Source: an optimization exercise on an open RTL-to-GDS flow (aim: small area, a short achievable clock period and few clock cycles per item). Production flows keep margins and buffers that such runs may drop. At most, simulation tests tie the RTL to the original design; equivalence was not proved. Power figures rest on the tool's default switching activity, not on a simulated workload.

Setup of run A:
==> flow/design.v (excerpt) <==
module alu_unit (
  input  logic        clk,
  input  logic        rst,
  input  logic        bus_cyc,
  input  logic        bus_stb,
  input  logic        bus_we,
  input  logic [2:0]  bus_adr,
  input  logic [63:0] bus_wdata,
  output logic        bus_ack,
  output logic [63:0] bus_rdata
);
Size: ~2500 cells after synthesis, ~600 flip-flops, roughly 140 I/O pins, ~31000 sq um of cells after synthesis.
clock: 5.5 ns
lec_check: 0
cap_margin: 20
core_margin: 2
core_utilization: 40
cts_cluster_diameter: 80
cts_cluster_size: 30
setup_slack_margin: 2.0
slew_margin: 20
standard.sh (not shown) runs the stock make flow with config.mk's settings and CLKGATE_MAP_FILE= SYNTH_SCRIPT=/design/flow/synth_recipe.tcl, a recipe that flattens the netlist after the stock synthesis.
==> flow/flow/run.sh <==
#!/bin/bash
# The standard layout, except that the port buffers are buf_4 cells rather
# than the buffer_ports default, so that the resizer can size them.
set -euo pipefail
export BUFFER_PORTS_ARGS="-buffer_cell sky130_fd_sc_hd__buf_4"
bash standard.sh > standard.log 2>&1
Testbench counts of run A, summed over its fixed seeds: cycles 11,245, ops 3,200.
Relative to run A, the following input files were edited for run B:
Settings: changing SETUP_SLACK_MARGIN from 2.0 to 2.3; changing CTS_CLUSTER_DIAMETER from 80 to 100; changing CTS_CLUSTER_SIZE from 30 to 24.
Relative to run A, the total power draw measured on run B has decreased slightly.
Side by side, buffering overhead turned out higher in run B than in run A.
Between run B and run A, the ratio of final minimum period to clock period is higher for run B.
Against run A, run B reports a total wirelength of the detailed-routed design that is higher.
Cmp run B and run A / worst slew margin relative to its limit / higher: run A
Lower global-route wire length before repair was reported by run A, not run B.
Run B against run A: fraction of area in registers -0.81 points, share of power burned in registers +0.4 points, internal portion of total power -about 0.36%.
Input changes introduced in run C (baseline for comparison: run B):
Settings: CTS_CLUSTER_DIAMETER: 100 -> 80; PLACE_DENSITY: unset -> 0.7; SETUP_SLACK_MARGIN: 2.3 -> 2.0; CTS_CLUSTER_SIZE: 24 -> 30; CORE_UTILIZATION: 40 -> 55.
## What came out
- Run C: all stages complete, timing, DRC and antenna checks passed
- Taking run B as the reference point, the routed wire length per instance of run C rises by about 4.3%.
- Against run B, the final cell area of run C is lower.
- The final reports for run C and run B show worst setup margin higher in the former.
- Re routed wire length: run C and run B aren't equal, and the higher value belongs to run B.
- Post-synth design cell area came out exactly the same in run C and run B.
- Comparing run C and run B, reported leakage power is higher on run B.
- Run C reports a lower count of clock-buffer cells in the layout than run B does.
- Between run C and run B, the difference in power is negligible.
## Diff of input files: run D against run C
Settings: changing CTS_CLUSTER_SIZE from 30 to 24; changing CORE_UTILIZATION from 55 to 40; changing CTS_CLUSTER_DIAMETER from 80 to 100; removing PLACE_DENSITY (formerly 0.7).
--- outcome ---
[diff] global-route wire length before repair, run D relative to run C: regression. Run D vs run C: utilization down. Share of total power in the clock network: higher on run C. Sum of internal, switching and leakage power for run D is lower than for run C. For share of final-layout standard cells stronger than drive strength 1, run C and run D come out practically identical. Taking run C as the reference, in run D number of search-and-repair iterations in the first detailed-routing pass lost 1, area taken by multi-input logic gates neither gained nor lost much.

* * *

job 101:
alu_unit, a different RTL version from the one above (not shown whole).
Size in the first run: about 3200 cells after synthesis, about 460 flip-flops, ~0.032 mm2 of cells after synthesis.
clock: 5.5 ns
lec_check: 0
abc_clock_period_in_ps: 3000
cap_margin: 20
core_margin: 2
core_utilization: 40
setup_slack_margin: 2.5
slew_margin: 20
run.sh (not shown) runs the stock make flow with config.mk's settings and CLKGATE_MAP_FILE= SYNTH_SCRIPT=/design/flow/synth_recipe.tcl, a recipe that flattens the netlist after the stock synthesis.
Stock flow here: none of the scripts above is used.
The final report for job 101 shows a completed flow and a layout that fails verification, specifically setup timing.
Edits applied to the flow inputs when going from job 101 to job 102:
diff --git a/flow/config.mk b/flow/config.mk
--- a/flow/config.mk
+++ b/flow/config.mk
@@ -6,8 +6,8 @@
 export NUM_CORES = 4
 export LEC_CHECK = 0
-export ABC_CLOCK_PERIOD_IN_PS = 3000
+export ABC_CLOCK_PERIOD_IN_PS = 4000
 export CAP_MARGIN = 20
 export CORE_MARGIN = 2
 export CORE_UTILIZATION = 40
-export SETUP_SLACK_MARGIN = 2.5
+export SETUP_SLACK_MARGIN = 1.5
 export SLEW_MARGIN = 20
==> summary.txt <==
Each of job 102 and job 101 falls short of a clean finish. Job 102 had finished all stages when the layout checks came back failing, citing setup timing. Looking at aggregate negative setup slack, job 102 sits above job 101. Non-clock buffer count came out higher on job 102 than on job 101. Via count normalized by instance count (job 102 vs. job 101) decreases slightly. Taking job 101 as the reference, in job 102 cell area climbed 1.2%, signal arrival time at the worst endpoint stayed essentially flat.
No functional check of the RTL was part of any run of this note.

* * *

build 96:
RTL: one of the versions met above, not the one the previous note started from.
Size in the first run: ~600 flip-flops, about 140 I/O pins, roughly 31000 µm² of cells after synthesis.
Settings: LEC_CHECK=0, CAP_MARGIN=20, CORE_MARGIN=2, CORE_UTILIZATION=55, CTS_CLUSTER_DIAMETER=100, CTS_CLUSTER_SIZE=24, PLACE_DENSITY=0.7, SETUP_SLACK_MARGIN=2.0, SLEW_MARGIN=20; clock period 5.5 ns.
standard.sh (not shown) runs the stock make flow with config.mk's settings and CLKGATE_MAP_FILE= SYNTH_SCRIPT=/design/flow/synth_recipe.tcl, a recipe that flattens the netlist after the stock synthesis.
Scripts as last shown in full above: flow/flow/run.sh
No stage failed in build 96, and the final checks on the layout all came back clean.
Testbench counts of build 96, summed over its fixed seeds: cycles 11,245, ops 3,200.
### build 96 -> build 10
Settings: a change of CORE_UTILIZATION from 55 to 40; a change of SETUP_SLACK_MARGIN from 2.0 to 1.7; a deleted PLACE_DENSITY that had been 0.7.
[summary]
- Compared with build 96, build 10 is the less power-hungry design.
- Number of non-clock buffers in the layout: build 96 and build 10 compared, lower one is build 10
- Re clock power: build 96 was higher than build 10.
- Build 10 against build 96: fraction of area in registers now sits higher; clock-buffer cell count lost 2; placed cell count went up by about 9%.
- Build 10 ended up with more standard cells than build 96.
[inputs] build 45 vs build 10
Settings: CTS_CLUSTER_SIZE no longer set, was 24; CTS_CLUSTER_DIAMETER no longer set, was 100; SETUP_SLACK_MARGIN now 2.0, was 1.7.
==> flow/run.sh (new file) <==
#!/bin/bash
# synth_recipe.tcl (not shown) runs the flow's synth.tcl, then flattens the netlist and writes it again
# the make line also repeats each setting of config.mk as NAME=value (left out here)
make -C /OpenROAD-flow-scripts/flow DESIGN_CONFIG=/design/flow/config.mk WORK_HOME=/design/flow/orfs CLKGATE_MAP_FILE= SYNTH_SCRIPT=/design/flow/synth_recipe.tcl finish
removed: flow/flow/run.sh
removed: flow/standard.sh
Results
- Build 45: full flow OK, the timing, DRC and antenna checks passed
- Higher pre-CTS setup slack goes to build 10 over build 45.
- Delta(violation count after the first detailed-route iteration, build 45 - build 10) < 0
- Build 10 -> build 45: basic-gate share of the synthesized area counting and, or, nand and nor cells delta 0, exact match
- Across both runs, total wire length after detailed routing was higher for build 45 than for build 10.
- Compared with build 10, in build 45 minimum period implied by the final worst setup slack now sits lower; global-route usage now sits higher.
- When the final numbers for build 10 and build 45 were put side by side, the fraction of layout instances using a drive strength above 1 turned out to be greater in build 45.
[inputs] build 55 vs build 45
Settings: CTS_CLUSTER_SIZE newly set to 24; PLACE_DENSITY newly set to 0.78; CTS_CLUSTER_DIAMETER newly set to 100; CORE_UTILIZATION changed from 40 to 65.
==> flow/flow/run.sh (new file) <==
#!/bin/bash
# The standard layout, except that the port buffers are buf_4 cells rather
# than the buffer_ports default, so that the resizer can size them.
set -euo pipefail
export BUFFER_PORTS_ARGS="-buffer_cell sky130_fd_sc_hd__buf_4"
bash standard.sh > standard.log 2>&1
==> flow/standard.sh (new file) <==
#!/bin/bash
# synth_recipe.tcl (not shown) runs the flow's synth.tcl, then flattens the netlist and writes it again
# the make line also repeats each setting of config.mk as NAME=value (left out here)
make -C /OpenROAD-flow-scripts/flow DESIGN_CONFIG=/design/flow/config.mk WORK_HOME=/design/flow/orfs CLKGATE_MAP_FILE= SYNTH_SCRIPT=/design/flow/synth_recipe.tcl "${@:-finish}"
removed: flow/run.sh
Notes after the runs:
- Looking only at number of well taps, and setting everything else aside, the higher value of build 45 and build 55 goes to build 45.
- Diff build 45 and build 55: half-perimeter wire length of the detailed placement result higher in build 45
- The run showing the smaller later-pin clock latency in the skew report is build 45.
- Measured against build 55, the power per cell area of build 45 comes out at 1.16 times the reference value.
- In build 55, the clock share of power came out 14 points below the value in build 45.
- Looking at final clock skew, build 55 sits 5.2 ps below build 45.
- Build 55 consumes less power than build 45 does.
- Build 55 improves on build 45 in internal power consumption.
- Comparing the two runs side by side, build 55 comes out behind build 45 on first-iteration DRC count.
- Combinational group share of total power was higher in build 55 than in build 45.
- Measured against each other, build 45 and build 55 differ in largest incremental delay on the critical path, the higher figure coming from build 55.
#### Input delta (build 80 over build 55)
Settings: CTS_CLUSTER_DIAMETER removed (was 100); CTS_CLUSTER_SIZE removed (was 24); PLACE_DENSITY removed (was 0.78); CORE_UTILIZATION changed from 65 to 40.
==> summary.txt <==
Build 80 -> build 55: via count of the first global-routing pass flat
Top routing layer in use = met4: build 55; top routing layer in use = met5: build 80
Setup slack after layout is lower on build 80
Compared with build 55, in build 80 overall power of the completed layout went up by 0.0020 W, wire length of the first global-routing pass went up by 4.0%, count of final hold-check violations was more or less identical, final area went up by 5.9%.
The core of build 80 is less densely filled than that of build 55.
Cmp build 55 and build 80 / post-cts sizing count / higher: build 80
In the flow results for build 55 and build 80, the hold slack is smaller on build 80.
Compared to build 55, build 80 has via count 1.9% lower.

## separate check: timing with driven ports
Ports are ideal in the flow. The routed layouts listed here were re-timed in OpenROAD.
Step 1 sets driving cells, clkbuf_16 on the clock port and buf_2 on the other inputs (assumed; they add their load-dependent delay and slew).
Step 2 adds t to the input delays and takes it off the output delays; t is the mean of the earliest and latest rising clock arrival at the registers after step 1. Input paths then give back, and output paths get back, about the clock's delay inside the block.
Three values: no drivers, after step 1, after step 2; two values: the first two.
run	t (ns)	setup slack, ns	hold slack, ns	worst slew at a driven data input, ns
run A	0.691	1.820 / 1.756 / 1.481	0.431 / 0.431 / 0.431	0.05
run B	0.706	1.790 / 1.726 / 1.718	0.447 / 0.447 / 0.447	0.05
run C	0.678	1.893 / 1.831 / 1.816	0.452 / 0.452 / 0.452	0.06
run D	0.694	1.838 / 1.774 / 1.509	0.428 / 0.428 / 0.428	0.05
job 101	0.672	-0.219 / -0.219 / -0.219	0.486 / 0.486 / 0.486	0.05
job 102	0.671	-0.167 / -0.167 / -0.167	0.489 / 0.489 / 0.489	0.05
build 96	0.683	1.949 / 1.885 / 1.755	0.456 / 0.456 / 0.456	0.06
build 10	0.680	1.710 / 1.693 / 1.065	0.435 / 0.435 / 0.435	0.04
build 45	0.674	1.953 / 1.888 / 1.717	0.431 / 0.431 / 0.431	0.04
build 55	0.688	1.954 / 1.895 / 1.940	0.447 / 0.447 / 0.447	0.05
build 80	0.663	1.886 / 1.823 / 1.473	0.424 / 0.424 / 0.424	0.05
For build 10, which loses most, drivers alone change the setup slack by -0.017 ns; drivers and shift together by -0.645 ns.
